Background: an optimization exercise with open tools, aiming at small area, a short achievable clock period and few clock cycles per item. Do not read the settings as production practice. Function was checked by simulation only, so behaviour that the tests miss may differ from the original. Power and IR drop assume default switching activity.

## flow/config.mk

```make
export PLATFORM = sky130hd
export DESIGN_NAME = json_key_value_extractor_core
export DESIGN_NICKNAME = json_key_value_extractor_core
export VERILOG_FILES = /design/flow/design.v
export SDC_FILE = /design/flow/constraint.sdc
export NUM_CORES = 4
export LEC_CHECK = 0
export CAP_MARGIN = 20
export CORE_MARGIN = 2
export CORE_UTILIZATION = 40
export CTS_BUF_LIST = sky130_fd_sc_hd__clkbuf_16
export CTS_CLUSTER_DIAMETER = 150
export CTS_CLUSTER_SIZE = 25
export SLEW_MARGIN = 20
```

## flow/flow/margin.txt

```
6.5
```

## flow/standard.sh

```bash
#!/bin/bash
# synth_recipe.tcl (not shown) runs the flow's synth.tcl, then flattens the netlist and writes it again
# the make line also repeats each setting of config.mk as NAME=value (left out here)
make -C /OpenROAD-flow-scripts/flow DESIGN_CONFIG=/design/flow/config.mk WORK_HOME=/design/flow/orfs CLKGATE_MAP_FILE= SYNTH_SCRIPT=/design/flow/synth_recipe.tcl "${@:-finish}"
```

## flow/flow/run.sh

```bash
#!/bin/bash
# Standard ORFS layout, with timing repair aimed at a shorter period than the clock's
# (the SDC is unchanged; only the resizer's setup margin is raised) and plain buffers on
# the ports.
set -euo pipefail
MARGIN=$(cat flow/margin.txt)
bash standard.sh SETUP_SLACK_MARGIN=$MARGIN "BUFFER_PORTS_ARGS=-buffer_cell sky130_fd_sc_hd__buf_1"  finish > standard_flow.log 2>&1
```

## flow/constraint.sdc

```tcl
create_clock -name core_clock -period 10.0 [get_ports {clock}]
set_input_delay 2.0000 -clock core_clock [delete_from_list [all_inputs] [get_ports {clock}]]
set_output_delay 2.0000 -clock core_clock [all_outputs]
set_load 0.01 [all_outputs]
```

## flow/design.v

```verilog
package jkv_pkg;
   localparam int MAX_KEY_CHARS_DEF = 16;
   localparam int KEY_CHARS_FULL    = 16;
   localparam int KEY_BITS_W        = 8 * KEY_CHARS_FULL;
   localparam int KEY_IDX_W         = 4;
   localparam int KEY_LEN_W         = 5;
   localparam int EMIT_W            = 16;
   localparam int STR_CAP_W         = 16;
   localparam int ARR_CAP_W         = 11;
   localparam int MODE_W            = 2;
   localparam int CSR_IDX_W         = 3;
   localparam int CSR_DATA_W        = 64;
   localparam int QUEUE_DEPTH       = 4;
   localparam logic [CSR_IDX_W-1:0] CSR_KEY_FIRST  = 3'd0;
   localparam logic [CSR_IDX_W-1:0] CSR_KEY_SECOND = 3'd1;
   localparam logic [CSR_IDX_W-1:0] CSR_KEY_LENGTH = 3'd2;
   localparam logic [CSR_IDX_W-1:0] CSR_VALUE_MODE = 3'd3;
   localparam logic [CSR_IDX_W-1:0] CSR_STR_CAP    = 3'd4;
   localparam logic [CSR_IDX_W-1:0] CSR_ARR_CAP    = 3'd5;
   localparam logic [KEY_LEN_W-1:0] KEY_LENGTH_RST = 5'd1;
   localparam logic [MODE_W-1:0]    VALUE_MODE_RST = 2'd0;
   localparam logic [STR_CAP_W-1:0] STR_CAP_RST    = 16'd256;
   localparam logic [ARR_CAP_W-1:0] ARR_CAP_RST    = 11'd16;
   localparam logic [MODE_W-1:0] MODE_STRING = 2'd0;
   localparam logic [MODE_W-1:0] MODE_U32    = 2'd1;
   localparam logic [MODE_W-1:0] MODE_ARRAY  = 2'd2;
   localparam logic [1:0] KIND_CHAR  = 2'd0;
   localparam logic [1:0] KIND_ELEM  = 2'd1;
   localparam logic [1:0] KIND_FINAL = 2'd2;
   localparam logic [2:0] ST_OK        = 3'd0;
   localparam logic [2:0] ST_NOKEY     = 3'd1;
   localparam logic [2:0] ST_MALFORMED = 3'd2;
   localparam logic [2:0] ST_OVERFLOW  = 3'd3;
   localparam logic [2:0] ST_CAPACITY  = 3'd4;
   localparam logic [7:0] CH_QUOTE  = 8'h22;
   localparam logic [7:0] CH_COLON  = 8'h3A;
   localparam logic [7:0] CH_COMMA  = 8'h2C;
   localparam logic [7:0] CH_LBRACK = 8'h5B;
   localparam logic [7:0] CH_RBRACK = 8'h5D;
   localparam logic [7:0] CH_BSLASH = 8'h5C;
   localparam logic [7:0] CH_N      = 8'h6E;
   localparam logic [7:0] CH_T      = 8'h74;
   localparam logic [7:0] CH_R      = 8'h72;
   localparam logic [7:0] CH_LF     = 8'h0A;
   localparam logic [7:0] CH_TAB    = 8'h09;
   localparam logic [7:0] CH_CR     = 8'h0D;
   localparam logic [7:0] CH_SPACE  = 8'h20;
   localparam logic [7:0] CH_ZERO   = 8'h30;
   localparam logic [7:0] CH_NINE   = 8'h39;
   typedef struct packed {
      logic [1:0]  kind;
      logic [31:0] value;
      logic [2:0]  status;
      logic        run_end;
   } jkv_result_type;
   typedef struct packed {
      logic shift;
      logic restart;
      logic clear;
   } jkv_win_ctl_type;
   typedef struct packed {
      logic cont;
      logic fresh;
   } jkv_win_hit_type;
endpackage
import jkv_pkg::*;
module json_key_value_extractor_core #(
   parameter int MaxKeyChars = jkv_pkg::MAX_KEY_CHARS_DEF
) (
   input  logic                            clock,
   input  logic                            reset,
   input  logic                            req_valid,
   output logic                            req_stall,
   input  logic [7:0]                      req_data_byte,
   input  logic                            req_last_byte,
   output logic                            rsp_valid,
   input  logic                            rsp_stall,
   output logic [1:0]                      rsp_item_kind,
   output logic [31:0]                     rsp_item_value,
   output logic [2:0]                      rsp_result_status,
   output logic                            rsp_end_of_run,
   input  logic                            csr_valid,
   output logic                            csr_ready,
   input  logic [jkv_pkg::CSR_IDX_W-1:0]   csr_index,
   input  logic [jkv_pkg::CSR_DATA_W-1:0]  csr_write_data
);
   logic [127:0] key_ff;
   logic [4:0]   kc_ff;
   logic [1:0]   mode_ff;
   logic [15:0]  scap_ff;
   logic [10:0]  acap_ff;
   assign csr_ready = 1'b1;
   always_ff @(posedge clock) begin
      if (reset) begin
         key_ff  <= '0;
         kc_ff   <= 5'd1;
         mode_ff <= 2'd0;
         scap_ff <= 16'd256;
         acap_ff <= 11'd16;
      end else if (csr_valid) begin
         case (csr_index)
            3'd0: key_ff[63:0]   <= csr_write_data;
            3'd1: key_ff[127:64] <= csr_write_data;
            3'd2: kc_ff          <= csr_write_data[4] ? 5'd16 : csr_write_data[4:0];
            3'd3: mode_ff        <= csr_write_data[1:0];
            3'd4: scap_ff        <= csr_write_data[15:0];
            3'd5: acap_ff        <= csr_write_data[10:0];
            default: begin
            end
         endcase
      end
   end
   logic       h_v, s_v;
   logic [7:0] h_b, s_b;
   logic       h_l, s_l;
   logic       accept;
   logic       consume;
   logic [7:0] h_in;
   logic [7:0] h_cls_in, h_cls;
   logic       h_ld;
   assign req_stall = s_v;
   assign h_ld      = consume || !h_v;
   assign accept    = req_valid && !s_v;
   always_ff @(posedge clock) begin
      if (reset) begin
         h_v <= 1'b0;
         s_v <= 1'b0;
      end else begin
         h_v <= (h_v && !consume) || s_v || accept;
         s_v <= !consume && (s_v || (accept && h_v));
      end
   end
   assign h_in = s_v ? s_b : req_data_byte;
   assign h_cls_in = {h_in == CH_BSLASH, h_in == CH_RBRACK, h_in == CH_LBRACK, h_in == CH_COMMA,
                      h_in == CH_COLON, h_in == CH_QUOTE, (h_in >= CH_ZERO) && (h_in <= CH_NINE),
                      (h_in == CH_SPACE) || (h_in == CH_TAB) || (h_in == CH_LF) || (h_in == CH_CR)};
   always_ff @(posedge clock) begin
      if (!s_v) begin
         s_b <= req_data_byte;
         s_l <= req_last_byte;
      end
      h_b   <= ({8{h_ld}} & h_in) | ({8{!h_ld}} & h_b);
      h_l   <= (h_ld & (s_v ? s_l : req_last_byte)) | (!h_ld & h_l);
      h_cls <= ({8{h_ld}} & h_cls_in) | ({8{!h_ld}} & h_cls);
   end
   localparam int SE = 0;   
   localparam int AK = 1;   
   localparam int AC = 2;   
   localparam int ST = 3;   
   localparam int U3 = 4;   
   localparam int AO = 5;   
   localparam int AN = 6;   
   localparam int AA = 7;   
   localparam int AE = 8;   
   localparam int DN = 9;   
   logic [9:0]  ph_ff;
   logic [17:1] dv_ff;
   logic        hitp_ff;
   logic        esc_ff;
   logic [31:0] acc_ff;
   logic        ovf_ff;
   logic [15:0] cnt_ff;
   logic        full_ff;
   logic        pf_ff, pf_ok_ff;
   logic        out_v_ff;
   logic [1:0]  out_k_ff;
   logic [2:0]  out_s_ff;
   logic        adv;
   logic        step;
   logic        pf_go;
   assign adv     = !out_v_ff || !rsp_stall;
   assign step    = h_v && adv && !pf_ff;
   assign consume = step;
   assign pf_go   = pf_ff && adv;
   logic [7:0] c;
   logic       ws, dg, qt, cl, cm, lb, rb, bs;
   logic       L;
   logic [7:0] ch_dec;
   assign c  = h_b;
   assign L  = h_l;
   assign {bs, rb, lb, cm, cl, qt, dg, ws} = h_cls;
   assign ch_dec = !esc_ff ? c :
                   (c == CH_N) ? CH_LF :
                   (c == CH_T) ? CH_TAB :
                   (c == CH_R) ? CH_CR : c;
   logic [15:0] eqk;
   logic [17:1] dv_shift;
   always_comb begin
      for (int j = 0; j < 16; j++) begin
         eqk[j] = (c == key_ff[8*j +: 8]);
      end
      dv_shift[1] = qt;
      for (int i = 2; i <= 17; i++) begin
         dv_shift[i] = dv_ff[i-1] && eqk[i-2];
      end
   end
   logic [3:0]  dig;
   logic [31:0] acc_mul;
   logic [31:0] acc_x5;
   logic        acc_ov;
   assign dig     = c[3:0];
   assign acc_x5  = acc_ff + {acc_ff[29:0], 2'b00} + {29'd0, dig[3:1]};
   assign acc_mul = {acc_x5[30:0], dig[0]};
   assign acc_ov  = (acc_ff > 32'd429496729) || ((acc_ff == 32'd429496729) && (dig > 4'd5));
   logic [15:0] cnt_inc;
   logic        sfull_next, afull_next, full_init;
   assign cnt_inc    = cnt_ff + 16'd1;
   assign sfull_next = ({1'b0, cnt_ff} + 17'd2 == {1'b0, scap_ff});
   assign afull_next = (cnt_inc == {5'd0, acap_ff});
   assign full_init  = (mode_ff == MODE_STRING) ? (scap_ff <= 16'd1) : (acap_ff == 11'd0);
   logic mS, mU, mA;
   logic esc, ovf, full;
   logic hit, ak_cl, ak_rs, ac_go, ac_s, ac_u, ac_a, ac_bad;
   logic st_ch, st_es, st_end, u_dig, u_end, a_emp, a_st, a_bad;
   logic n_dig, n_ovf, n_cap, n_el, ra, ra_cm, ra_end;
   logic done;
   logic ovf_n;
   logic [9:0]  ph_n;
   logic [17:1] dv_n;
   logic        hitp_n;
   logic        esc_n, full_n;
   logic        cnt_clr, cnt_up;
   logic        emit, pf_set, pf_ok_n;
   logic        k_char, k_elem;
   logic        s_nokey, s_mal, s_ovf, s_cap;
   logic        a_accum, a_start, a_char, a_cnt, a_hold;
   logic [1:0]  e_k;
   logic [2:0]  e_s;
   assign mS   = (mode_ff == MODE_STRING);
   assign mU   = (mode_ff == MODE_U32);
   assign mA   = (mode_ff == MODE_ARRAY);
   assign esc  = esc_ff;
   assign ovf  = ovf_ff;
   assign full = full_ff;
   assign hit    = ph_ff[SE] & qt & hitp_ff;
   assign ak_cl  = ph_ff[AK] & cl;
   assign ak_rs  = ph_ff[AK] & ~ws & ~cl;
   assign ac_go  = ph_ff[AC] & ~ws;
   assign ac_s   = ph_ff[AC] & mS & qt;
   assign ac_u   = ph_ff[AC] & mU & dg;
   assign ac_a   = ph_ff[AC] & mA & lb;
   assign ac_bad = ac_go & ~(mS & qt) & ~(mU & dg) & ~(mA & lb);
   assign st_ch  = ph_ff[ST] & (esc | (~bs & ~qt));
   assign st_es  = ph_ff[ST] & ~esc & bs;
   assign st_end = ph_ff[ST] & ~esc & qt;
   assign u_dig  = ph_ff[U3] & dg;
   assign u_end  = ph_ff[U3] & ~dg;
   assign a_emp  = ph_ff[AO] & rb;
   assign a_st   = (ph_ff[AO] | ph_ff[AE]) & dg;
   assign a_bad  = (ph_ff[AO] | ph_ff[AE]) & ~ws & ~dg & ~(ph_ff[AO] & rb);
   assign n_dig  = ph_ff[AN] & dg;
   assign n_ovf  = ph_ff[AN] & ~dg & ovf;
   assign n_cap  = ph_ff[AN] & ~dg & ~ovf & full;
   assign n_el   = ph_ff[AN] & ~dg & ~ovf & ~full;
   assign ra     = n_el | ph_ff[AA];
   assign ra_cm  = ra & cm;
   assign ra_end = ra & ~ws & ~cm;
   assign done = ac_bad | st_end | (st_ch & full) | u_end | a_emp | a_bad | n_ovf | n_cap | ra_end;
   assign ovf_n = (u_dig | n_dig) & (ovf | acc_ov);
   always_comb begin
      ph_n     = '0;
      ph_n[SE] = L | (ph_ff[SE] & ~hit) | ak_rs;
      ph_n[AK] = ~L & (hit | (ph_ff[AK] & ws));
      ph_n[AC] = ~L & (ak_cl | (ph_ff[AC] & ws));
      ph_n[ST] = ~L & (ac_s | (ph_ff[ST] & ~st_end & ~(st_ch & full)));
      ph_n[U3] = ~L & (ac_u | u_dig);
      ph_n[AO] = ~L & (ac_a | (ph_ff[AO] & ws));
      ph_n[AN] = ~L & (a_st | n_dig);
      ph_n[AA] = ~L & ra & ws;
      ph_n[AE] = ~L & (ra_cm | (ph_ff[AE] & ws));
      ph_n[DN] = ~L & (ph_ff[DN] | done);
   end
   assign dv_n = (L | hit) ? '0 : ph_ff[SE] ? dv_shift : {16'd0, ak_rs & qt};
   logic [16:0] dv_sel;
   always_comb begin
      dv_sel[0] = 1'b0;
      for (int k = 1; k <= 16; k++) begin
         dv_sel[k] = dv_n[k+1];
      end
   end
   assign hitp_n = dv_sel[kc_ff];
   assign esc_n   = ~L & st_es;
   assign cnt_clr = ac_go;
   assign cnt_up  = (st_ch & ~full) | n_el;
   assign full_n  = ac_go ? full_init :
                    (st_ch & ~full) ? sfull_next :
                    n_el ? afull_next : full;
   assign emit    = ac_bad | st_end | st_ch | u_end | a_emp | a_bad | n_ovf | n_cap | n_el |
                    (ph_ff[AA] & ~ws & ~cm) | (L & ~ph_ff[DN]);
   assign pf_set  = (n_el & (L | (~ws & ~cm))) |
                    (L & ~full & (st_es | st_ch | ((a_st | n_dig) & ~ovf_n)));
   assign pf_ok_n = n_el & rb;
   assign k_char  = ~full & (st_ch | (L & st_es));
   assign k_elem  = n_el | (L & (a_st | n_dig) & ~ovf_n & ~full);
   assign s_nokey = L & (ph_ff[SE] | ph_ff[AK] | (ph_ff[AC] & ws));
   assign s_mal   = ac_bad | a_bad | (ph_ff[AA] & ~ws & ~cm & ~rb) |
                    (L & (ac_s | ac_a | ((ph_ff[AO] | ph_ff[AE]) & ws) | (ph_ff[AA] & (ws | cm))));
   assign s_ovf   = (u_end & ovf) | n_ovf | (L & ovf_n);
   assign s_cap   = (st_ch & full) | n_cap | (L & full & (st_es | ((a_st | n_dig) & ~ovf_n)));
   assign e_k = k_char ? KIND_CHAR : k_elem ? KIND_ELEM : KIND_FINAL;
   assign e_s = (k_char | k_elem) ? ST_OK :
                {s_cap, s_mal | s_ovf, s_nokey | s_ovf};
   assign a_accum = (u_dig | n_dig) & ~(L & (ovf_n | (n_dig & full)));
   assign a_start = ac_u | (a_st & ~(L & full));
   assign a_char  = k_char;
   assign a_cnt   = st_end | (ph_ff[AA] & rb);
   assign a_hold  = n_el | (u_end & ~ovf);
   always_ff @(posedge clock) begin
      if (reset) begin
         ph_ff    <= 10'd1;
         dv_ff    <= '0;
         hitp_ff  <= 1'b0;
         pf_ff    <= 1'b0;
         out_v_ff <= 1'b0;
      end else begin
         if (step) begin
            ph_ff   <= ph_n;
            dv_ff   <= dv_n;
            hitp_ff <= hitp_n;
            pf_ff   <= pf_set;
         end else if (pf_go) begin
            pf_ff <= 1'b0;
         end
         if ((step && emit) || pf_go) begin
            out_v_ff <= 1'b1;
         end else if (!rsp_stall) begin
            out_v_ff <= 1'b0;
         end
      end
   end
   always_ff @(posedge clock) begin
      esc_ff   <= (step & esc_n) | (!step & esc_ff);
      ovf_ff   <= (step & ovf_n) | (!step & ovf_ff);
      full_ff  <= (step & full_n) | (!step & full_ff);
      pf_ok_ff <= (step & pf_ok_n) | (!step & pf_ok_ff);
   end
   logic        keep;
   logic        ld_out;
   logic [1:0]  out_k_n;
   logic [2:0]  out_s_n;
   logic [15:0] cnt_n;
   logic [31:0] acc_n;
   assign keep   = !step && !pf_go;
   assign ld_out = step && emit;
   assign out_k_n = ({2{ld_out}} & e_k) | {pf_go, 1'b0} | ({2{!ld_out && !pf_go}} & out_k_ff);
   assign out_s_n = ({3{ld_out}} & e_s) | {1'b0, pf_go & !pf_ok_ff, 1'b0} |
                    ({3{!ld_out && !pf_go}} & out_s_ff);
   assign cnt_n   = ({16{step && cnt_up}} & cnt_inc) |
                    ({16{!(step && (cnt_up || cnt_clr))}} & cnt_ff);
   assign acc_n   = ({32{step && a_accum}} & acc_mul) |
                    ({32{step && a_start}} & {28'd0, dig}) |
                    ({32{step && a_char}}  & {24'd0, ch_dec}) |
                    ({32{(step && a_cnt) || (pf_go && pf_ok_ff)}} & {16'd0, cnt_ff}) |
                    ({32{(step && a_hold) || keep}} & acc_ff);
   always_ff @(posedge clock) begin
      out_k_ff <= out_k_n;
      out_s_ff <= out_s_n;
      cnt_ff   <= cnt_n;
      acc_ff   <= acc_n;
   end
   assign rsp_valid         = out_v_ff;
   assign rsp_item_kind     = out_k_ff;
   assign rsp_result_status = out_s_ff;
   assign rsp_end_of_run    = out_k_ff[1];
   assign rsp_item_value    = acc_ff;
endmodule
```

==> results of run 1 <==
==> layout make-up <==
class / instances / area (µm²) / area share [%]
diodes: 2 / 5.00 / 0.0308
clock buffers: 15 / 375 / 2.31
multi-input cells: 1419 / 8570 / 52.8
repair buffers: 152 / 758 / 4.67
inverters: 35 / 139 / 0.855
repair inverters: 2 / 12.5 / 0.0770
well taps: 468 / 586 / 3.61
flip-flops and latches: 276 / 5740 / 35.3
clock inverters: 6 / 53.8 / 0.331
==> worst max-delay path, stage by stage, from the launching register on <==
cell and delay, ns:
edfxtp_1 0.45, buf_12 0.16, fa_2 0.55, ha_4 0.20, a211o_1 0.35, a2111oi_4 0.39, nand4b_1 0.24, a21oi_2 0.11
o2111ai_2 0.27, a21oi_2 0.10, or3_1 0.36, a32o_1 0.25
==> worst min-delay path by stage <==
| stage | endpoint | depth (start not counted) | start |
|---|---|---|---|
| 5_1_grt | dv_ff[6] | 2 | dv_ff[6] |
| 4_1_cts | ph_ff[8] | 2 | ph_ff[8] |
| 3_3_place_gp | ph_ff[8] | 2 | ph_ff[8] |
| 3_5_place_dp | ph_ff[8] | 2 | ph_ff[8] |
| 6_report | dv_ff[15] | 2 | dv_ff[15] |
| 2_1_floorplan | ph_ff[8] | 2 | ph_ff[8] |
==> per-layer routing <==
| metal | wire length [µm] | track usage, % | up-vias |
|---|---|---|---|
| li1 | - | - | 6484 |
| met1 | 19500 | 29.2 | 6285 |
| met2 | 20100 | 36.9 | 282 |
| met3 | 2220 | 3.28 | 57 |
| met4 | 863 | 4.88 | 2 |
| met5 | 13 | 0 | - |
==> power by group through the flow <==
stage / logic [mW] / registers [mW] / clock network, mW
2_1_floorplan: 0.157 / 1.18 / 0
3_3_place_gp: 0.226 / 1.19 / 0
3_5_place_dp: 0.228 / 1.19 / 0
4_1_cts: 0.241 / 1.16 / 0.688
5_1_grt: 0.265 / 1.17 / 0.732
6_report: 0.241 / 1.16 / 0.669
==> cell families after synthesis <==
group           count (synthesis)
other cells                     1
compound gates                414
xor+xnor                      192
simple gates                  732
flops                         276
mux                            18
fa+ha+maj                      62
buf+inv                       145
==> Yosys cell counts (all sizes together) (23+ instances only) <==
| library cell | number | share of area [%] |
|---|---|---|
| xor2 | 73 | 4.3 |
| nor4 | 39 | 1.7 |
| ha | 60 | 5.1 |
| nand4 | 32 | 1.4 |
| clkbuf | 87 | 2.2 |
| inv | 35 | 0.89 |
| nor2 | 85 | 2.2 |
| nand3 | 40 | 1.4 |
| a21oi | 225 | 7.6 |
| buf | 23 | 0.82 |
| dfxtp | 255 | 35 |
| o21ai | 57 | 1.9 |
| nor3 | 28 | 0.98 |
| nand2 | 434 | 11 |
| xnor2 | 119 | 7.1 |
==> what timing repair did <==
action,CTS,global route
pin swaps,7,14
gates cloned,2,1
resized for setup,15,17
setup buffers,8,4
hold buffers,0,0
endpoints found under the setup margin,113,130
==> state kept, by name (all words and copies together) (netlist names), named ones only <==
| register | cells |
|---|---|
| dv_ff | 16 |
| mode_ff | 2 |
| hitp_ff | 1 |
| kc_ff | 5 |
| out_k_ff | 2 |
| acap_ff | 11 |
| acc_ff | 32 |
| s_v | 1 |
| key_ff | 128 |
| ph_ff | 10 |
| scap_ff | 16 |
| s_l | 1 |
| out_v_ff | 1 |
| out_s_ff | 3 |
| cnt_ff | 16 |
| h_v | 1 |
| s_b | 8 |
| pf_ff | 1 |
==> flow_summary.json, run 1 <==
{
  "fin_util_pct": 44.5,
  "cap_viol_max_count": 0,
  "drive_gt1_share_pct": 5.04,
  "p_int_mw": 1.51,
  "power_mw": 2.07,
  "fillers": 3711,
  "antenna_found_initial": 3,
  "final_cells": 2375,
  "ir_worst_vdd_v": 0.000143,
  "wl_um": 42700,
  "r2r_setup_slack_ns": 6.46,
  "seqPwrFrac_pct": 56.1,
  "die-area_mm2": 0.0385,
  "placed_area_mm2": 0.0155,
  "r2r_end": "acc_ff[31]",
  "start_kind": "flop",
  "start_util_pct": 40.4,
  "grt_max_degree": 107,
  "area_delta_synth_final_pct": 9.95,
  "grt_first_pass_wirelength_um": 67800,
  "first_pass_iters": 5,
  "final_cell_mix": "432 x nand2_1, 254 x dfxtp_1, 221 x a21oi_1",
  "dp_worst_setup_slack_ns": 5.50,
  "dieWidth_um": 196,
  "endpoint": "acc_ff[31]",
  "cts_max_path_buffers": 3,
  "clkPwrFrac_pct": 32.3,
  "grtUsageTotal_pct": 21.8,
  "drv_slew": 0,
  "async_reset_ff_share_pct": 0,
  "synth.net_count": 1983,
  "first_iter_violations": 843,
  "synth_top_family_by_area": "simple AND/OR/NAND/NOR gates",
  "fin_crit_sh_pct": 35.4,
  "clk_latency_ns": 0.50,
  "worst_pin_slew_ns": 1.12,
  "synthCells": 1840,
  "core-area_mm2": 0.0365,
  "critical_path_class": "flop to flop",
  "design_area_mm2": 0.0162,
  "fin_crit_ns": 3.54,
  "cp_max_fo": 3,
  "io_buffers": 120,
  "syn_area_mm2": 0.0148,
  "ioPinCount": 122,
  "hold_ws_ns": 0.457,
  "root_buffer": "clkbuf_16",
  "numCtsBuffers": 15,
  "hold_violations": 0,
  "synthMuxAreaShare_pct": 1.36,
  "synth-seq-cells": 276,
  "arrival_ns": 3.95,
  "cts_tree": "yes",
  "postRouteAntennaNets": 0,
  "setup_viol": 0,
  "yosys.area_share.simple_pct": 22.1,
  "fin_worst_skew_ns": 0.0243,
  "p_leak_nw": 5.94,
  "h-tree-depth": 1,
  "die_h_um": 196,
  "status": "complete, no violations",
  "power.switching_uw": 566,
  "fmax_mhz": 283,
  "clkTransAtPathRegs_ns": 0.10,
  "setup_ws_ns": 6.46,
  "wl_per_cell_um": 18.0,
  "synthXorXnorAreaFrac_pct": 11.4,
  "rsz0062_at_grt": "yes",
  "hold_path_class": "flop to flop",
  "r2r_cells": 11,
  "synth-seq-area-share_pct": 38.8,
  "synth-compound-area-share_pct": 17.0,
  "grt_pass1_vias": 12500,
  "cp.required_ns": 10.41,
  "rows": 70,
  "hpwl_um": 28700,
  "synth_warnings": 1,
  "power_density_mw_per_mm2": 128,
  "synthAdderAreaFrac_pct": 5.35,
  "num_vias": 13100,
  "via_per_inst": 5.52,
  "setup_tns_ns": 0,
  "max_slew_margin_pct": 25.1,
  "switching_share_pct": 27.3,
  "final_common_cell": "nand2_1",
  "synth-edff-count": 21,
  "synth-main-ff-cell": "dfxtp_1",
  "cp-end-kind": "flop",
  "power_frac_comb_pct": 11.6,
  "cts_sinks": 276,
  "layout.nets": 2044,
  "ys_types": 82,
  "finalWeightedCongestion": 0.864,
  "overflow": 0,
  "numPlacedInstances": 2337,
  "drcViolationCount": 0,
  "syn_avg_cell_area_um2": 8.03
}
Testbench counts, summed over its fixed seeds: cycles 202,844, bytes 201,750.
==> run 2: changes to the inputs <==
--- a/flow/config.mk
+++ b/flow/config.mk
@@ -5,10 +5,11 @@
 export SDC_FILE = /design/flow/constraint.sdc
 export NUM_CORES = 4
 export LEC_CHECK = 0
-export CAP_MARGIN = 20
+export CAP_MARGIN = 10
 export CORE_MARGIN = 2
 export CORE_UTILIZATION = 40
 export CTS_BUF_LIST = sky130_fd_sc_hd__clkbuf_16
 export CTS_CLUSTER_DIAMETER = 150
 export CTS_CLUSTER_SIZE = 25
-export SLEW_MARGIN = 20
+export SLEW_MARGIN = 10
+export TNS_END_PERCENT = 5
==> run 2 against run 1 <==
- synthesized cell count is the same
- total power hardly changed
- worst hold slack gained 0.0019 ns
- still clean
- utilization decreased by 0.14 points
- clock power barely moved
==> flow_summary.json, run 2 <==
{
  "rsz0062_at_grt": "yes",
  "synthCells": 1840,
  "num_vias": 13100,
  "power_mw": 2.07,
  "cts_sinks": 276,
  "final_cell_mix": "432 x nand2_1, 254 x dfxtp_1, 222 x a21oi_1",
  "fin_crit_ns": 3.54,
  "synth_area_leaders": "dfxtp_1 35%, nand2_1 11%, a21oi_1 7.6%",
  "drv_slew": 0,
  "first_iter_violations": 889,
  "yosys.area.top_type": "dfxtp_1",
  "die_h_um": 196,
  "h-tree-depth": 1,
  "via_per_inst": 5.54,
  "drcViolationCount": 0,
  "status": "complete, no violations",
  "wl_per_cell_um": 18.0,
  "power_density_mw_per_mm2": 128,
  "ys_top_cells_by_count": "434 x nand2_1, 255 x dfxtp_1, 224 x a21oi_1",
  "wl_um": 42700,
  "hold_violations": 0,
  "clkTransAtPathRegs_ns": 0.10,
  "grt_max_degree": 107,
  "first_pass_iters": 6,
  "numCtsBuffers": 15,
  "clk_latency_ns": 0.51,
  "setup_viol": 0,
  "regMostFlops": "key_ff",
  "ir_worst_vdd_v": 0.000145,
  "fin_crit_sh_pct": 35.4,
  "cap_viol_max_count": 0,
  "synth.net_count": 1983,
  "cts_max_path_buffers": 3,
  "synth_top_area_share_pct": 34.6,
  "hpwl_um": 28600,
  "syn_avg_cell_area_um2": 8.03,
  "finalWeightedCongestion": 0.864,
  "async_reset_ff_share_pct": 0,
  "die-area_mm2": 0.0385,
  "synth_warnings": 1,
  "io_buffers": 120,
  "p_leak_nw": 5.91,
  "fin_util_pct": 44.3,
  "rows": 70,
  "synth-edff-count": 21,
  "synth-seq-cells": 276,
  "overflow": 0,
  "largest_reg_flops": 128,
  "arrival_ns": 3.93,
  "cp_max_fo": 39,
  "hold_path_class": "flop to flop",
  "cp.required_ns": 10.39,
  "grt_first_pass_wirelength_um": 67500,
  "grt_pass1_vias": 12400,
  "fmax_mhz": 282,
  "postRouteAntennaNets": 0,
  "numPlacedInstances": 2336,
  "r2r_setup_slack_ns": 6.48,
  "setup_tns_ns": 0,
  "worst_pin_slew_ns": 1.20,
  "final_cells": 2371,
  "final_common_cell": "nand2_1",
  "dieWidth_um": 196,
  "ys_types": 82,
  "start_util_pct": 40.4,
  "grtUsageTotal_pct": 21.6,
  "drive_gt1_share_pct": 4.73,
  "largestRegisters": "key_ff x128, acc_ff x32",
  "fin_worst_skew_ns": 0.0217,
  "critical_path_class": "input pin to flop",
  "synth-seq-area-share_pct": 38.8,
  "layout.nets": 2040,
  "ioPinCount": 122,
  "area_delta_synth_final_pct": 9.61,
  "hold_ws_ns": 0.459,
  "max_slew_margin_pct": 19.7,
  "core-area_mm2": 0.0365,
  "yosysMostFrequentCell": "nand2_1",
  "start_kind": "input pin",
  "antenna_found_initial": 3,
  "cts_tree": "yes",
  "synth-main-ff-cell": "dfxtp_1",
  "root_buffer": "clkbuf_16",
  "cp-end-kind": "flop",
  "syn_area_mm2": 0.0148
}
run 2: metal layers:
| layer | global-route usage, % | vias up | share of wire (%) |
|---|---|---|---|
| met3 | 2.61 | 62 | 4.7 |
| met1 | 29.4 | 6275 | 46 |
| met5 | 0 | - | 0.030 |
| met2 | 36.6 | 304 | 47 |
| li1 | - | 6481 | - |
| met4 | 5.39 | 2 | 2.2 |
run 2: power breakdown:
group	total, mW	internal (mW)	switching [mW]	leakage [nW]
clock	0.671	0.282	0.389	0.222
combinational	0.239	0.0838	0.155	3.41
sequential	1.16	1.14	0.0228	2.28
total	2.07	1.51	0.567	5.91
run 2: final timing paths:
path | endpoint | from | cells after the start
setup / recovery | cnt_ff[7] | rsp_stall | 8
setup reg to reg | acc_ff[31] | flop | 11
hold reg to reg | dv_ff[15] | dv_ff[15] | 2
hold / removal | dv_ff[15] | dv_ff[15] | 2
run 2: repair_timing:
action	4_1_cts	5_1_grt
hold buffers	0	0
gates resized for setup	11	16
endpoints found under the setup margin	115	195
buffers inserted	5	4
cloned	2	1
endpoints found under the hold margin	0	0
pin swaps	4	9
run 2: layout make-up:
| class | count | area (µm²) |
|---|---|---|
| Fill cell | 3721 | 20300 |
| Multi-Input combinational cell | 1419 | 8560 |
| Sequential cell | 276 | 5740 |
| Timing Repair Buffer | 148 | 723 |
| Tap cell | 468 | 586 |
| Clock buffer | 15 | 375 |
| Inverter | 35 | 139 |
| Clock inverter | 6 | 53.8 |
| Timing Repair inverter | 2 | 10.0 |
| Antenna cell | 2 | 5.00 |
run 2: logic make-up (layout without fill, tap and decap cells):
logic type	after synthesis	after routing	share of synthesized area, %
compound gates	414	414	17.0
xor+xnor	192	192	11.4
fa+ha+maj	62	62	5.35
buf+inv	145	206	3.93
flops	276	276	38.8
mux	18	18	1.36
other cells	1	3	0.0254
simple gates	732	732	22.1
run 2: metrics by stage:
step           worst slack [ns]  cell area [µm²]
2_1_floorplan              6.51            14800
3_5_place_dp               5.47            15500
6_report                   6.46            16200
4_1_cts                    6.32            16100
5_1_grt                    6.34            16200
3_3_place_gp               5.54            15500
run 2: worst max-delay path, cell delays in order:
cell	delay (ns)
buf_1	0.09
nand2_1	0.11
nand3b_1	0.11
buf_6	0.23
nor3_2	0.69
nor2_2	0.32
o21ai_0	0.24
o21ai_0	0.12
==> run 3: changes to the inputs <==
--- a/flow/design.v
+++ b/flow/design.v
@@ -162,16 +162,19 @@
    logic [15:0] cnt_ff;
    logic        full_ff;
    logic        pf_ff, pf_ok_ff;
+   logic        pn_u_ff, pn_a_ff;
    logic        out_v_ff;
    logic [1:0]  out_k_ff;
    logic [2:0]  out_s_ff;
    logic        adv;
    logic        step;
-   logic        pf_go;
+   logic        pend;
+   logic        pend_go;
    assign adv     = !out_v_ff || !rsp_stall;
-   assign step    = h_v && adv && !pf_ff;
+   assign pend    = pf_ff || pn_u_ff || pn_a_ff;
+   assign step    = h_v && adv && !pend;
    assign consume = step;
-   assign pf_go   = pf_ff && adv;
+   assign pend_go = pend && adv;
    logic [7:0] c;
    logic       ws, dg, qt, cl, cm, lb, rb, bs;
    logic       L;
@@ -196,10 +199,10 @@
    end
    logic [3:0]  dig;
    logic [31:0] acc_mul;
-   logic [31:0] acc_x5;
+   logic [34:0] acc_x5;
    logic        acc_ov;
    assign dig     = c[3:0];
-   assign acc_x5  = acc_ff + {acc_ff[29:0], 2'b00} + {29'd0, dig[3:1]};
+   assign acc_x5  = {3'd0, acc_ff + {acc_ff[29:0], 2'b00} + {29'd0, dig[3:1]}};
    assign acc_mul = {acc_x5[30:0], dig[0]};
    assign acc_ov  = (acc_ff > 32'd429496729) || ((acc_ff == 32'd429496729) && (dig > 4'd5));
    logic [15:0] cnt_inc;
@@ -221,6 +224,7 @@
    logic        esc_n, full_n;
    logic        cnt_clr, cnt_up;
    logic        emit, pf_set, pf_ok_n;
+   logic        ldig, pn_u_set, pn_a_set;
    logic        k_char, k_elem;
    logic        s_nokey, s_mal, s_ovf, s_cap;
    logic        a_accum, a_start, a_char, a_cnt, a_hold;
@@ -285,23 +289,25 @@
    assign full_n  = ac_go ? full_init :
                     (st_ch & ~full) ? sfull_next :
                     n_el ? afull_next : full;
+   assign ldig     = ac_u | u_dig | a_st | n_dig;
+   assign pn_u_set = L & (ac_u | u_dig);
+   assign pn_a_set = L & (a_st | n_dig);
    assign emit    = ac_bad | st_end | st_ch | u_end | a_emp | a_bad | n_ovf | n_cap | n_el |
-                    (ph_ff[AA] & ~ws & ~cm) | (L & ~ph_ff[DN]);
-   assign pf_set  = (n_el & (L | (~ws & ~cm))) |
-                    (L & ~full & (st_es | st_ch | ((a_st | n_dig) & ~ovf_n)));
+                    (ph_ff[AA] & ~ws & ~cm) | (L & ~ph_ff[DN] & ~ldig);
+   assign pf_set  = (n_el & (L | (~ws & ~cm))) | (L & ~full & (st_es | st_ch));
    assign pf_ok_n = n_el & rb;
    assign k_char  = ~full & (st_ch | (L & st_es));
-   assign k_elem  = n_el | (L & (a_st | n_dig) & ~ovf_n & ~full);
+   assign k_elem  = n_el;
    assign s_nokey = L & (ph_ff[SE] | ph_ff[AK] | (ph_ff[AC] & ws));
    assign s_mal   = ac_bad | a_bad | (ph_ff[AA] & ~ws & ~cm & ~rb) |
                     (L & (ac_s | ac_a | ((ph_ff[AO] | ph_ff[AE]) & ws) | (ph_ff[AA] & (ws | cm))));
-   assign s_ovf   = (u_end & ovf) | n_ovf | (L & ovf_n);
-   assign s_cap   = (st_ch & full) | n_cap | (L & full & (st_es | ((a_st | n_dig) & ~ovf_n)));
+   assign s_ovf   = (u_end & ovf) | n_ovf;
+   assign s_cap   = (st_ch & full) | n_cap | (L & full & st_es);
    assign e_k = k_char ? KIND_CHAR : k_elem ? KIND_ELEM : KIND_FINAL;
    assign e_s = (k_char | k_elem) ? ST_OK :
                 {s_cap, s_mal | s_ovf, s_nokey | s_ovf};
-   assign a_accum = (u_dig | n_dig) & ~(L & (ovf_n | (n_dig & full)));
-   assign a_start = ac_u | (a_st & ~(L & full));
+   assign a_accum = u_dig | n_dig;
+   assign a_start = ac_u | a_st;
    assign a_char  = k_char;
    assign a_cnt   = st_end | (ph_ff[AA] & rb);
    assign a_hold  = n_el | (u_end & ~ovf);
@@ -311,6 +317,8 @@
          dv_ff    <= '0;
          hitp_ff  <= 1'b0;
          pf_ff    <= 1'b0;
+         pn_u_ff  <= 1'b0;
+         pn_a_ff  <= 1'b0;
          out_v_ff <= 1'b0;
       end else begin
          if (step) begin
@@ -318,10 +326,14 @@
             dv_ff   <= dv_n;
             hitp_ff <= hitp_n;
             pf_ff   <= pf_set;
-         end else if (pf_go) begin
-            pf_ff <= 1'b0;
+            pn_u_ff <= pn_u_set;
+            pn_a_ff <= pn_a_set;
+         end else if (pend_go) begin
+            pf_ff   <= pa_el;
+            pn_u_ff <= 1'b0;
+            pn_a_ff <= 1'b0;
          end
-         if ((step && emit) || pf_go) begin
+         if ((step && emit) || pend_go) begin
             out_v_ff <= 1'b1;
          end else if (!rsp_stall) begin
             out_v_ff <= 1'b0;
@@ -332,26 +344,34 @@
       esc_ff   <= (step & esc_n) | (!step & esc_ff);
       ovf_ff   <= (step & ovf_n) | (!step & ovf_ff);
       full_ff  <= (step & full_n) | (!step & full_ff);
-      pf_ok_ff <= (step & pf_ok_n) | (!step & pf_ok_ff);
+      pf_ok_ff <= (step & pf_ok_n) | (!step & !pa_el & pf_ok_ff);
    end
    logic        keep;
+   logic        pu, pa, pff, pa_el;
    logic        ld_out;
    logic [1:0]  out_k_n;
    logic [2:0]  out_s_n;
    logic [15:0] cnt_n;
    logic [31:0] acc_n;
-   assign keep   = !step && !pf_go;
+   assign keep   = !step && !pend_go;
    assign ld_out = step && emit;
-   assign out_k_n = ({2{ld_out}} & e_k) | {pf_go, 1'b0} | ({2{!ld_out && !pf_go}} & out_k_ff);
-   assign out_s_n = ({3{ld_out}} & e_s) | {1'b0, pf_go & !pf_ok_ff, 1'b0} |
-                    ({3{!ld_out && !pf_go}} & out_s_ff);
+   assign pu    = pend_go && pn_u_ff;
+   assign pa    = pend_go && pn_a_ff;
+   assign pff   = pend_go && pf_ff;
+   assign pa_el = pa && !ovf_ff && !full_ff;
+   assign out_k_n = ({2{ld_out}} & e_k) | {pu | pff | (pa & !pa_el), pa_el} |
+                    ({2{keep}} & out_k_ff);
+   assign out_s_n = ({3{ld_out}} & e_s) |
+                    {pa & !ovf_ff & full_ff, ((pu | pa) & ovf_ff) | (pff & !pf_ok_ff),
+                     (pu | pa) & ovf_ff} |
+                    ({3{keep}} & out_s_ff);
    assign cnt_n   = ({16{step && cnt_up}} & cnt_inc) |
                     ({16{!(step && (cnt_up || cnt_clr))}} & cnt_ff);
    assign acc_n   = ({32{step && a_accum}} & acc_mul) |
                     ({32{step && a_start}} & {28'd0, dig}) |
                     ({32{step && a_char}}  & {24'd0, ch_dec}) |
-                    ({32{(step && a_cnt) || (pf_go && pf_ok_ff)}} & {16'd0, cnt_ff}) |
-                    ({32{(step && a_hold) || keep}} & acc_ff);
+                    ({32{(step && a_cnt) || (pff && pf_ok_ff)}} & {16'd0, cnt_ff}) |
+                    ({32{(step && a_hold) || keep || (pu && !ovf_ff) || pa_el}} & acc_ff);
    always_ff @(posedge clock) begin
       out_k_ff <= out_k_n;
       out_s_ff <= out_s_n;
--- a/flow/config.mk
+++ b/flow/config.mk
@@ -5,11 +5,10 @@
 export SDC_FILE = /design/flow/constraint.sdc
 export NUM_CORES = 4
 export LEC_CHECK = 0
-export CAP_MARGIN = 10
+export CAP_MARGIN = 20
 export CORE_MARGIN = 2
 export CORE_UTILIZATION = 40
 export CTS_BUF_LIST = sky130_fd_sc_hd__clkbuf_16
 export CTS_CLUSTER_DIAMETER = 150
 export CTS_CLUSTER_SIZE = 25
-export SLEW_MARGIN = 10
-export TNS_END_PERCENT = 5
+export SLEW_MARGIN = 20
==> run 3 against run 2 <==
- still clean
- critical path depth fell by 5
- clock power fell by 0.9%
- combinational power fell by about 20%
- synthesized cell count rose by 1.9%
==> flow_summary.json, run 3 <==
{
  "status": "complete, no violations",
  "first_pass_iters": 5,
  "power_density_mw_per_mm2": 125,
  "synth_area_leaders": "dfxtp_1 35%, nand2_1 10%, a21oi_1 7.6%",
  "largest_reg_flops": 128,
  "hpwl_um": 27700,
  "layout.nets": 2058,
  "synth-edff-count": 20,
  "final_cell_mix": "417 x nand2_1, 258 x dfxtp_1, 226 x a21oi_1",
  "startpoint": "reset",
  "hold_ws_ns": 0.457,
  "grt_pass1_vias": 12300,
  "finalWeightedCongestion": 0.874,
  "via_per_inst": 5.50,
  "synth_top_area_share_pct": 34.5,
  "drv_slew": 0,
  "syn_area_mm2": 0.0150,
  "r2r_setup_slack_ns": 6.63,
  "clk_latency_ns": 0.51,
  "cap_viol_max_count": 0,
  "fin_util_pct": 44.1,
  "wl_um": 40800,
  "synth-main-ff-cell": "dfxtp_1",
  "start_util_pct": 40.7,
  "synthCells": 1875,
  "largestRegisters": "key_ff x128, acc_ff x32",
  "cp_top_family": "buffers and inverters",
  "cp.required_ns": 10.36,
  "core-area_mm2": 0.0367,
  "antenna_found_initial": 2,
  "cts_max_path_buffers": 3,
  "die_h_um": 197,
  "r2r_end": "acc_ff[17]",
  "clkTransAtPathRegs_ns": 0.10,
  "p_leak_nw": 6.03,
  "synth.net_count": 2018,
  "setup_ws_ns": 6.59,
  "rows": 70,
  "cts_tree": "yes",
  "max_stage_delay_ns": 0.81,
  "synth-seq-area-share_pct": 38.6,
  "root_buffer": "clkbuf_16",
  "wl_per_cell_um": 17.1,
  "regMostFlops": "key_ff",
  "start_kind": "input pin",
  "arrival_ns": 3.77,
  "drcViolationCount": 0,
  "grtUsageTotal_pct": 20.6,
  "die-area_mm2": 0.0389,
  "numCtsBuffers": 15,
  "cts_sinks": 278,
  "critPathBufInv": 2,
  "h-tree-depth": 1,
  "drive_gt1_share_pct": 3.49,
  "yosys.area.top_type": "dfxtp_1",
  "ys_top_cells_by_count": "418 x nand2_1, 258 x dfxtp_1, 227 x a21oi_1",
  "synth-seq-cells": 278,
  "postCtsSetupBuffers": 0,
  "grt_max_degree": 104,
  "fin_worst_skew_ns": 0.0208,
  "max_slew_margin_pct": 29.2,
  "dp_worst_setup_slack_ns": 5.44,
  "yosysMostFrequentCell": "nand2_1",
  "critical_path_class": "input pin to flop",
  "ir_worst_vdd_v": 0.000148,
  "setup_viol": 0,
  "cp_slowest_cell": "clkbuf_4",
  "cp_max_fo": 103,
  "overflow": 0,
  "rsz0062_at_grt": "yes",
  "syn_avg_cell_area_um2": 7.97,
  "ys_types": 76,
  "first_iter_violations": 876,
  "area_delta_synth_final_pct": 8.19,
  "ioPinCount": 122,
  "fmax_mhz": 294,
  "fin_crit_ns": 3.41,
  "grt_first_pass_wirelength_um": 65600,
  "setup_tns_ns": 0,
  "r2r_cells": 11,
  "dieWidth_um": 197,
  "endpoint": "s_v",
  "cp.depth": 3,
  "worst_pin_slew_ns": 1.06,
  "num_vias": 13100,
  "postRouteAntennaNets": 0,
  "async_reset_ff_share_pct": 0,
  "hold_violations": 0,
  "final_common_cell": "nand2_1",
  "hold_path_class": "flop to flop",
  "worstPathCellList": "clkbuf_4 -> buf_6 -> nor3_1",
  "synth_warnings": 1,
  "io_buffers": 120,
  "cp-end-kind": "flop",
  "fin_crit_sh_pct": 34.1
}
[run 3: cell count changes after synthesis, sizes merged, moves of 5 or more]
| cell | previous run | this run |
|---|---|---|
| xor2 | 73 | 120 |
| xnor2 | 119 | 74 |
| o21ai | 57 | 83 |
| nand4 | 32 | 14 |
| nand2 | 434 | 418 |
| nor2 | 85 | 98 |
| a22oi | 5 | 13 |
| and3 | 5 | 13 |
| buf | 23 | 31 |
| nor4 | 39 | 46 |
| o41ai | 0 | 6 |
| a211oi | 6 | 11 |
| o211ai | 10 | 5 |
[run 3: cell type report]
| class | count | area, µm² |
|---|---|---|
| fill | 3790 | 20500 |
| multi-input combinational | 1450 | 8660 |
| sequential | 278 | 5770 |
| timing repair buffer | 137 | 597 |
| tap | 468 | 586 |
| clock buffer | 15 | 375 |
| inverter | 33 | 136 |
| clock inverter | 5 | 50.0 |
| antenna | 2 | 5.00 |
[run 3: per-stage QoR]
step / power [mW] / instance area [µm²] / std cells
floorplan: 1.31 / 15000 / 1875
global route: 2.10 / 16200 / 2386
global placement: 1.37 / 15700 / 2365
finish: 2.02 / 16200 / 2388
CTS: 2.04 / 16100 / 2386
detailed placement: 1.37 / 15700 / 2365
[run 3: what timing repair did]
action / CTS / global route
endpoints found under the hold margin: 0 / 0
setup endpoints to repair: 156 / 31
pin swaps: 0 / 2
gates resized for setup: 11 / 11
hold buffers: 0 / 0
gates cloned: 1 / 0
[run 3: worst register-to-register path, cell delays in order, from the launching register on]
cell	delay [ns]
edfxtp_1	0.39
buf_6	0.22
fa_1	0.55
ha_1	0.35
a211oi_2	0.25
o21a_1	0.18
a22oi_2	0.15
a31o_2	0.32
a2111o_1	0.41
a31oi_1	0.22
xor2_1	0.17
o21ai_1	0.07
[run 3: how the worst min path moves through the flow]
stage	startpoint	to	slack, ns	cells after the start
5_1_grt	key_ff[54]	key_ff[54]	0.48	2
6_report	dv_ff[12]	dv_ff[12]	0.46	2
3_3_place_gp	ph_ff[8]	ph_ff[8]	0.44	2
2_1_floorplan	ph_ff[8]	ph_ff[8]	0.43	2
3_5_place_dp	dv_ff[12]	dv_ff[12]	0.44	2
4_1_cts	ph_ff[8]	ph_ff[8]	0.46	2
[run 3: report_power, final]
group	switching (mW)	leakage, nW	total (mW)	internal [mW]
clock	0.384	0.217	0.665	0.281
sequential	0.0173	2.31	1.16	1.14
combinational	0.128	3.51	0.191	0.0630
[run 3: per-layer routing]
metal | vias to the layer above | part of all wire, % | wire length [µm] | GRT usage (%)
li1 | 6574 | - | - | -
met4 | 0 | 2.4 | 964 | 5.68
met3 | 48 | 4.6 | 1860 | 2.00
met1 | 6200 | 45 | 18300 | 27.1
met5 | - | 0 | 0 | 0
met2 | 310 | 48 | 19600 | 36.0
[run 3: kinds of logic (layout without fill, tap and decap cells)]
family          after synthesis  after routing  share of synthesized area (%)
compound gates              445            446                           17.7
xor+xnor                    194            194                           11.4
fa+ha+maj                    62             62                           5.29
buf+inv                     148            190                           4.04
flops                       278            278                           38.6
mux                          17             17                           1.27
other cells                   1              3                         0.0251
simple gates                730            730                           21.8
Testbench counts of run 3, summed over its fixed seeds: cycles 202,844, bytes 201,750.
==> run 4: changes to the inputs <==
==> flow/flow/margin.txt (replaced) <==
7.1
==> run 4 against run 3 <==
- still clean on timing, DRC and antenna
- worst hold slack got worse by 0.0023 ns
- sequential cell count did not move
- cell count rose by 3.9%
- worst setup slack improved by 0.34 ns
- largest cell class unchanged
- highest routed layer unchanged
==> flow_summary.json, run 4 <==
{
  "wl_um": 45900,
  "final_cells": 2482,
  "cp-end-kind": "flop",
  "syn_area_mm2": 0.0150,
  "io_buffers": 120,
  "ioPinCount": 122,
  "cap_viol_max_count": 0,
  "async_reset_ff_share_pct": 0,
  "num_vias": 13900,
  "ys_types": 76,
  "ys_top_cells_by_count": "418 x nand2_1, 258 x dfxtp_1, 227 x a21oi_1",
  "die_h_um": 197,
  "power_density_mw_per_mm2": 114,
  "fillers": 3547,
  "drive_gt1_share_pct": 15.9,
  "worstPathCellList": "buf_12 -> fa_2 -> ha_4 -> a211oi_2 -> o21a_1 -> a22oi_2 -> a31o_2 -> a2111o_1 -> a31oi_2 -> xor2_1 -> o21ai_1",
  "fin_worst_skew_ns": 0.0255,
  "rows": 70,
  "design_area_mm2": 0.0181,
  "worst_pin_slew_ns": 0.889,
  "grt_first_pass_wirelength_um": 70100,
  "first_pass_iters": 5,
  "first_iter_violations": 1010,
  "numCtsBuffers": 15,
  "p_leak_nw": 6.95,
  "synth.net_count": 2018,
  "power_mw": 2.06,
  "cts_sinks": 278,
  "numPlacedInstances": 2365,
  "cts_max_path_buffers": 3,
  "arrival_ns": 3.47,
  "antenna_found_initial": 2,
  "rsz0062_at_grt": "yes",
  "via_per_inst": 5.59,
  "largestRegisters": "key_ff x128, acc_ff x32",
  "hpwl_um": 28400,
  "postCtsHoldBufs": 0,
  "grt_max_degree": 89,
  "setup_viol": 0,
  "setup_tns_ns": 0,
  "max_stage_delay_ns": 0.56,
  "start_util_pct": 40.7,
  "max_slew_margin_pct": 40.1,
  "layout.nets": 2153,
  "cp_max_fo": 5,
  "yosys.area.top_type": "dfxtp_1",
  "root_buffer": "clkbuf_16",
  "fmax_mhz": 326,
  "start_kind": "flop",
  "synthCells": 1875,
  "fin_crit_sh_pct": 30.6,
  "cp_slowest_cell": "fa_2",
  "yosysMostFrequentCell": "nand2_1",
  "cp.required_ns": 10.40,
  "clkTransAtPathRegs_ns": 0.11,
  "status": "complete, no violations",
  "synth-seq-area-share_pct": 38.6,
  "area_delta_synth_final_pct": 21.3,
  "synth-edff-count": 20,
  "synth_warnings": 1,
  "grt_pass1_vias": 13000,
  "die-area_mm2": 0.0389,
  "core-area_mm2": 0.0367,
  "drv_slew": 0,
  "drcViolationCount": 0,
  "cts_tree": "yes",
  "fin_crit_ns": 3.06,
  "postRouteAntennaNets": 0,
  "wl_per_cell_um": 18.5,
  "finalWeightedCongestion": 0.885,
  "critical_path_class": "flop to flop",
  "regMostFlops": "key_ff",
  "synth_area_leaders": "dfxtp_1 35%, nand2_1 10%, a21oi_1 7.6%",
  "overflow": 0,
  "clk_latency_ns": 0.50,
  "dieWidth_um": 197,
  "hold_violations": 0,
  "synth-main-ff-cell": "dfxtp_1",
  "largest_reg_flops": 128,
  "grtUsageTotal_pct": 22.4,
  "h-tree-depth": 1,
  "hold_path_class": "flop to flop",
  "placed_area_mm2": 0.0158,
  "synth-seq-cells": 278,
  "synth_top_area_share_pct": 34.5,
  "syn_avg_cell_area_um2": 7.97,
  "final_common_cell": "nand2_1",
  "final_cell_mix": "413 x nand2_1, 221 x a21oi_1, 216 x dfxtp_1",
  "ir_worst_vdd_v": 0.0000939
}
run 4: changes by cell type in the layout (fill, tap and decap cells not counted), sizes merged:
cell,previous run,this run
clkbuf,16,21
or3,9,10
or2,3,5
buf,136,217
and2,7,8
nor3,27,28
bufbuf,0,3
run 4: critical path: cells and delay by family, from the launching register on:
family	cells	cell delay [ns]
AOI/OAI and AO/OA	7	1.44
adders and majority gates	2	0.77
xor gates and xnor gates	1	0.16
buffers and inverters	1	0.15
DFF	1	0.44
run 4: path summary, 6_finish.rpt:
kind / start / to / slack (ns) / cells past startpoint
setup / recovery: flop / acc_ff[17] / 6.94 / 11
hold / removal: ph_ff[8] / ph_ff[8] / 0.45 / 2
setup reg to reg: flop / acc_ff[17] / 6.94 / 11
hold reg to reg: ph_ff[8] / ph_ff[8] / 0.45 / 2
run 4: layout make-up:
| type | instances | area (µm²) | share of cell area (%) |
|---|---|---|---|
| antenna | 2 | 5.00 | 0.0276 |
| clock buffer | 15 | 375 | 2.07 |
| clock inverter | 4 | 35.0 | 0.193 |
| inverter | 33 | 150 | 0.828 |
| multi-input combinational | 1455 | 9170 | 50.5 |
| sequential | 278 | 5890 | 32.5 |
| tap | 468 | 586 | 3.23 |
| timing repair buffer | 226 | 1920 | 10.6 |
| timing repair inverter | 1 | 8.76 | 0.0483 |
run 4: routing by layer:
metal	track usage, %	up-vias	wire length, µm
met2	38.0	405	22200
met3	2.32	66	2370
met1	30.2	6619	20400
li1	-	6786	-
met5	0	-	0
met4	6.21	0	924
run 4: repair_timing:
item | CTS | global route
setup endpoints to repair | 278 | 257
resized for setup | 233 | 87
gates cloned | 11 | 4
pin swaps | 30 | 40
setup buffers | 61 | 20
run 4: stage by stage:
stage	worst slack [ns]	util, %	hold WS, ns
floorplan	6.64	-	0.427
global placement	5.81	42.9	0.436
global route	6.82	49.4	0.467
CTS	6.94	47.8	0.454
finish	6.94	49.4	0.454
detailed placement	5.78	42.9	0.440
run 4: cell families after synthesis:
| group | count (synthesis) | share of synthesized area (%) |
|---|---|---|
| simple gates | 730 | 21.8 |
| xor+xnor | 194 | 11.4 |
| compound gates | 445 | 17.7 |
| fa+ha+maj | 62 | 5.29 |
| buf+inv | 148 | 4.04 |
| flops | 278 | 38.6 |
| other cells | 1 | 0.0251 |
| mux | 17 | 1.27 |
run 4: where the power goes:
part | switching [mW] | total [mW] | leakage, nW | internal, mW
sequential | 0.0174 | 1.15 | 2.34 | 1.13
combinational | 0.153 | 0.250 | 4.40 | 0.0963
clock | 0.380 | 0.659 | 0.208 | 0.279
total | 0.551 | 2.06 | 6.95 | 1.51
==> run 5: changes to the inputs <==
==> flow/flow/margin.txt (replaced) <==
6.95
==> run 5 against run 4 <==
- largest power group unchanged
- fmax is 0.67% lower
- utilization is 2.1 points lower
- die area stayed put
- first-iteration DRC count is 4.3% lower
- total power is 0.54% lower
- largest cell class unchanged
- sequential cell count stayed put
- clock skew hardly changed
- synthesized cell count stayed put
- critical endpoint unchanged
==> flow_summary.json, run 5 <==
{
  "largest_reg_flops": 128,
  "ys_types": 76,
  "hold_path_depth": 2,
  "start_kind": "flop",
  "synth_warnings": 1,
  "rsz0062_at_grt": "yes",
  "core-area_mm2": 0.0367,
  "start_util_pct": 40.7,
  "dieWidth_um": 197,
  "yosysMostFrequentCell": "nand2_1",
  "worstHoldEndpoint": "dv_ff[12]",
  "fin_crit_sh_pct": 30.8,
  "drive_gt1_share_pct": 13.4,
  "holdCritStartpoint": "dv_ff[12]",
  "clkTransAtPathRegs_ns": 0.11,
  "final_common_cell": "nand2_1",
  "layout.nets": 2130,
  "root_buffer": "clkbuf_16",
  "grt_first_pass_wirelength_um": 70000,
  "numCtsBuffers": 15,
  "grt_pass1_vias": 13100,
  "setup_ws_ns": 6.92,
  "synthMuxAreaShare_pct": 1.27,
  "syn_avg_cell_area_um2": 7.97,
  "synthCells": 1875,
  "final_cell_mix": "415 x nand2_1, 221 x a21oi_1, 219 x dfxtp_1",
  "cp_max_fo": 4,
  "synth-compound-area-share_pct": 17.7,
  "power_density_mw_per_mm2": 118,
  "setup_tns_ns": 0,
  "synth-main-ff-cell": "dfxtp_1",
  "setup_viol": 0,
  "dp_worst_setup_slack_ns": 5.51,
  "yosys.area.top_type": "dfxtp_1",
  "hold_violations": 0,
  "fin_crit_ns": 3.08,
  "hold_ws_ns": 0.457,
  "largestRegisters": "key_ff x128, acc_ff x32",
  "r2r_end": "acc_ff[17]",
  "synthAdderAreaFrac_pct": 5.29,
  "r2r_setup_slack_ns": 6.92,
  "cts_max_path_buffers": 3,
  "ioPinCount": 122,
  "cp-end-kind": "flop",
  "async_reset_ff_share_pct": 0,
  "yosys.area_share.simple_pct": 21.8,
  "via_per_inst": 5.55,
  "synth_top_area_share_pct": 34.5,
  "synth_top_family_by_area": "simple AND/OR/NAND/NOR gates",
  "wl_um": 44600,
  "synth-seq-area-share_pct": 38.6,
  "clk_latency_ns": 0.53,
  "grtUsageTotal_pct": 22.2,
  "io_buffers": 120,
  "first_iter_violations": 967,
  "rows": 70,
  "grt_max_degree": 80,
  "overflow": 0,
  "postCtsHoldBufs": 0,
  "arrival_ns": 3.48,
  "ys_top_cells_by_count": "418 x nand2_1, 258 x dfxtp_1, 227 x a21oi_1",
  "drv_slew": 0,
  "regMostFlops": "key_ff",
  "area_delta_synth_final_pct": 16.1,
  "fin_worst_skew_ns": 0.0254,
  "synth-edff-count": 20,
  "worst_pin_slew_ns": 0.915,
  "wl_per_cell_um": 18.1,
  "p_leak_nw": 6.69,
  "hold_path_class": "flop to flop",
  "ff_latch_area_mm2": 0.00588,
  "max_slew_margin_pct": 39.0,
  "num_vias": 13700,
  "cts_sinks": 278,
  "antenna_found_initial": 1,
  "final_cells": 2461,
  "ir_worst_vdd_v": 0.0000945,
  "cp.required_ns": 10.40,
  "multiInputGateArea_mm2": 0.00901,
  "drcViolationCount": 0,
  "first_pass_iters": 5,
  "r2r_cells": 11,
  "synth-seq-cells": 278,
  "fmax_mhz": 324,
  "status": "complete, no violations",
  "synth.net_count": 2018,
  "synthXorXnorAreaFrac_pct": 11.4,
  "die_h_um": 197,
  "numPlacedInstances": 2363,
  "syn_area_mm2": 0.0150,
  "fillers": 3627,
  "finalWeightedCongestion": 0.911,
  "die-area_mm2": 0.0389,
  "cts_tree": "yes",
  "hpwl_um": 28200,
  "h-tree-depth": 1,
  "postRouteAntennaNets": 0,
  "critical_path_class": "flop to flop",
  "synth_area_leaders": "dfxtp_1 35%, nand2_1 10%, a21oi_1 7.6%",
  "cap_viol_max_count": 0
}
[run 5: cell types whose count changed in the layout (fill, tap and decap cells not counted), moves of 5 or more]
cell / delta
buf_2: +24
o21ai_0: +9
buf_6: -42
nor4_2: -7
buf_12: -5
buf_4: -6
nor4_1: +8
clkbuf_2: +5
buf_1: +5
[run 5: cell families after synthesis]
| kind of cell | Yosys count |
|---|---|
| muxes | 17 |
| adders and majority gates | 62 |
| and+or+nand+nor | 730 |
| xor gates and xnor gates | 194 |
| DFF | 278 |
| AOI/OAI and AO/OA | 445 |
| buffers and inverters | 148 |
| other | 1 |
[run 5: critical path, cell delays in order, from the launching register on]
cell and delay (ns):
edfxtp_1 0.45, buf_12 0.16, fa_2 0.56, ha_4 0.21, a211oi_2 0.18, o21a_1 0.18, a22oi_2 0.12, a31o_2 0.28
a2111o_1 0.39, a31oi_2 0.21, xor2_1 0.16, o21ai_1 0.07
[run 5: per-layer routing]
layer / global-route usage [%] / wire length (µm) / vias up
met5: 0 / 0 / -
met2: 38.8 / 21600 / 361
met3: 2.54 / 1900 / 75
met1: 29.2 / 20100 / 6497
li1: - / - / 6731
met4: 5.79 / 1020 / 0
[run 5: repair_timing]
action,in CTS,in global routing
buffers inserted,35,30
pin swaps,29,24
gates resized for setup,138,62
gates cloned,8,2
setup endpoints to repair,218,202
[run 5: metrics by stage]
stage	instance area (µm²)	util, %	total power, mW
finish	17400	47.3	2.05
global route	17400	47.3	2.13
CTS	16900	46.0	2.05
detailed placement	15800	43.0	1.38
global placement	15800	43.0	1.38
floorplan	15200	-	1.32
[run 5: how the worst max path moves through the flow]
stage / endpoint / from
global placement: acc_ff[16] / rsp_stall
detailed placement: acc_ff[16] / rsp_stall
finish: acc_ff[17] / flop
CTS: acc_ff[31] / flop
global route: acc_ff[25] / flop
floorplan: acc_ff[16] / rsp_stall
[run 5: final cells by class]
cell class | count | share of cell area (%)
Clock inverter | 7 | 0.281
Multi-Input combinational cell | 1456 | 51.9
Timing Repair inverter | 1 | 0.0505
Antenna cell | 1 | 0.0144
Clock buffer | 15 | 2.16
Tap cell | 468 | 3.37
Sequential cell | 278 | 33.9
Timing Repair Buffer | 202 | 7.52
Inverter | 33 | 0.807
[run 5: power breakdown]
part / switching, mW / leakage (nW) / internal (mW) / total (mW)
registers: 0.0181 / 2.34 / 1.13 / 1.15
clock network: 0.392 / 0.224 / 0.282 / 0.675
logic: 0.142 / 4.13 / 0.0791 / 0.221
total: 0.553 / 6.69 / 1.50 / 2.05
==> run 6: changes to the inputs <==
==> flow/flow/margin.txt (replaced) <==
6.8
==> run 6 against run 5 <==
- design area down 4.6%
- worst hold slack worse by 0.0041 ns
- largest cell class unchanged
- utilization down 2.2 points
- non-clock buffer count down 52
- first-iteration DRC count down 15%
- sequential power about the same
- highest routed layer unchanged
- die area unchanged
- cell count down 2.3%
- register-to-register slack about the same
==> flow_summary.json, run 6 <==
{
  "yosys.area.top_type": "dfxtp_1",
  "rsz0062_at_grt": "yes",
  "fmax_mhz": 311,
  "synthCells": 1875,
  "startpoint": "rsp_stall",
  "synth-seq-cells": 278,
  "clkTransAtPathRegs_ns": 0.11,
  "grt_max_degree": 107,
  "syn_avg_cell_area_um2": 7.97,
  "setup_viol": 0,
  "hold_violations": 0,
  "final_cells": 2405,
  "max_stage_delay_ns": 0.50,
  "regMostFlops": "key_ff",
  "ys_top_cells_by_count": "418 x nand2_1, 258 x dfxtp_1, 227 x a21oi_1",
  "synth_warnings": 1,
  "worstPathCellList": "buf_1 -> and2_4 -> nor2_4 -> nand2_8 -> or2_4 -> or4b_1 -> nand3_1",
  "grt_pass1_vias": 12800,
  "start_util_pct": 40.7,
  "synth-edff-count": 20,
  "drcViolationCount": 0,
  "grt_first_pass_wirelength_um": 67500,
  "largestRegisters": "key_ff x128, acc_ff x32",
  "synth_area_leaders": "dfxtp_1 35%, nand2_1 10%, a21oi_1 7.6%",
  "synth-main-ff-cell": "dfxtp_1",
  "cts_tree": "yes",
  "cp_slowest_cell": "or4b_1",
  "power_mw": 2.03,
  "area_delta_synth_final_pct": 10.8,
  "clk_latency_ns": 0.51,
  "cp-end-kind": "flop",
  "fin_crit_sh_pct": 32.2,
  "root_buffer": "clkbuf_16",
  "antenna_found_initial": 1,
  "numCtsBuffers": 15,
  "yosysMostFrequentCell": "nand2_1",
  "synth_top_area_share_pct": 34.5,
  "final_common_cell": "nand2_1",
  "async_reset_ff_share_pct": 0,
  "ys_types": 76,
  "io_buffers": 120,
  "num_vias": 13400,
  "ir_worst_vdd_v": 0.000127,
  "wl_um": 43100,
  "drv_slew": 0,
  "fin_worst_skew_ns": 0.0207,
  "critical_path_class": "input pin to flop",
  "cp_max_fo": 28,
  "worst_pin_slew_ns": 0.895,
  "setup_tns_ns": 0,
  "synth.net_count": 2018,
  "overflow": 0,
  "first_pass_iters": 6,
  "status": "complete, no violations",
  "power_density_mw_per_mm2": 123,
  "drive_gt1_share_pct": 6.35,
  "die-area_mm2": 0.0389,
  "layout.nets": 2076,
  "postRouteAntennaNets": 0,
  "final_cell_mix": "415 x nand2_1, 237 x dfxtp_1, 226 x a21oi_1",
  "fin_crit_ns": 3.22,
  "cts_max_path_buffers": 3,
  "via_per_inst": 5.58,
  "rows": 70,
  "postCtsHoldBufs": 0,
  "syn_area_mm2": 0.0150,
  "hpwl_um": 28300,
  "grtUsageTotal_pct": 21.2,
  "cap_viol_max_count": 0,
  "die_h_um": 197,
  "largest_reg_flops": 128,
  "arrival_ns": 3.67,
  "numPlacedInstances": 2363,
  "start_kind": "input pin",
  "finalWeightedCongestion": 0.881,
  "max_slew_margin_pct": 40.3,
  "dieWidth_um": 197,
  "wl_per_cell_um": 17.9,
  "cts_sinks": 278,
  "first_iter_violations": 825,
  "p_leak_nw": 6.16,
  "core-area_mm2": 0.0367,
  "hold_path_class": "flop to flop",
  "synth-seq-area-share_pct": 38.6,
  "holdCritStartpoint": "dv_ff[12]",
  "ioPinCount": 122,
  "h-tree-depth": 1,
  "cp.required_ns": 10.45
}
run 6: cell counts after synthesis:
Identical to the previous run, type by type.
run 6: where the power goes:
group / switching, mW / internal (mW)
clock network: 0.383 / 0.281
registers: 0.0190 / 1.14
logic: 0.137 / 0.0734
run 6: worst paths after layout:
kind,endpoint,slack (ns),depth (start not counted)
max,acc_ff[16],6.78,7
min reg2reg,dv_ff[12],0.45,2
min,dv_ff[12],0.45,2
max reg2reg,acc_ff[16],6.91,13
run 6: cell type report:
type	count	area, µm²
Antenna cell	1	2.50
Fill cell	3739	20100
Clock buffer	15	375
Tap cell	468	586
Multi-Input combinational cell	1454	8820
Clock inverter	5	43.8
Sequential cell	278	5790
Timing Repair Buffer	150	773
Inverter	33	150
Timing Repair inverter	1	11.3
run 6: critical path, delay by kind of cell:
kind | cells | cell delay (ns)
simple gates | 6 | 1.58
buf+inv | 1 | 0.09
run 6: logic make-up after synthesis:
logic type,share of synthesized area (%)
buffers and inverters,4.04
other,0.0251
multiplexers,1.27
adder cells (fa/ha/maj),5.29
flip-flops,38.6
AND/OR/NAND/NOR,21.8
XOR/XNOR,11.4
AO/OA/AOI/OAI,17.7
run 6: routing by layer:
layer / wire length (µm) / global-route usage (%) / up-vias
met4: 741 / 4.85 / 0
li1: - / - / 6625
met2: 20900 / 37.7 / 302
met5: 0 / 0 / -
met1: 19600 / 27.9 / 6452
met3: 1830 / 1.95 / 44
run 6: per-stage QoR:
| stage | util [%] | setup slack, ns | cell area, µm² | hold WS, ns |
|---|---|---|---|---|
| 3_5_place_dp | 42.8 | 5.59 | 15700 | 0.441 |
| 3_3_place_gp | 42.8 | 5.60 | 15700 | 0.439 |
| 5_1_grt | 45.1 | 6.70 | 16600 | 0.479 |
| 2_1_floorplan | - | 6.64 | 15100 | 0.427 |
| 4_1_cts | 44.5 | 6.67 | 16300 | 0.456 |
| 6_report | 45.1 | 6.78 | 16600 | 0.453 |
run 6: what timing repair did:
| item | in CTS | in global routing |
|---|---|---|
| setup buffers | 4 | 9 |
| gates resized for setup | 34 | 33 |
| setup endpoints to repair | 180 | 173 |
| cloned | 2 | 6 |
| pin swaps | 6 | 18 |

afterwards: timing with drivers on the ports:
The results above use ideal ports. As a check the final layouts listed here were re-extracted and re-timed, cells and wires unchanged.
Step 1 sets driving cells, clkbuf_16 on the clock port and buf_2 on the other inputs (assumed; they add their load-dependent delay and slew).
Step 2 moves the port delays by t, midway between the first and last clock arrival at a register: inputs arrive t later, outputs are due t later. That takes back most of the time a late clock gives input paths.
Slacks: no drivers / after step 1 / after step 2; pairs: no drivers / after step 1.
| run | shift t [ns] | slack for setup (ns) | worst register clock-pin slew, ns |
|---|---|---|---|
| run 1 | 0.547 | 6.462 / 6.462 / 6.109 | 0.11 / 0.11 |
| run 2 | 0.548 | 6.457 / 6.477 / 5.928 | 0.11 / 0.11 |
| run 3 | 0.551 | 6.595 / 6.552 / 6.070 | 0.11 / 0.11 |
| run 4 | 0.543 | 6.937 / 6.937 / 6.477 | 0.11 / 0.11 |
| run 5 | 0.560 | 6.917 / 6.888 / 6.435 | 0.11 / 0.11 |
| run 6 | 0.550 | 6.781 / 6.754 / 6.265 | 0.11 / 0.11 |
After both steps every run listed still meets setup and hold. For run 2, which loses most, drivers alone change the setup slack by +0.020 ns; drivers and shift together by -0.529 ns.
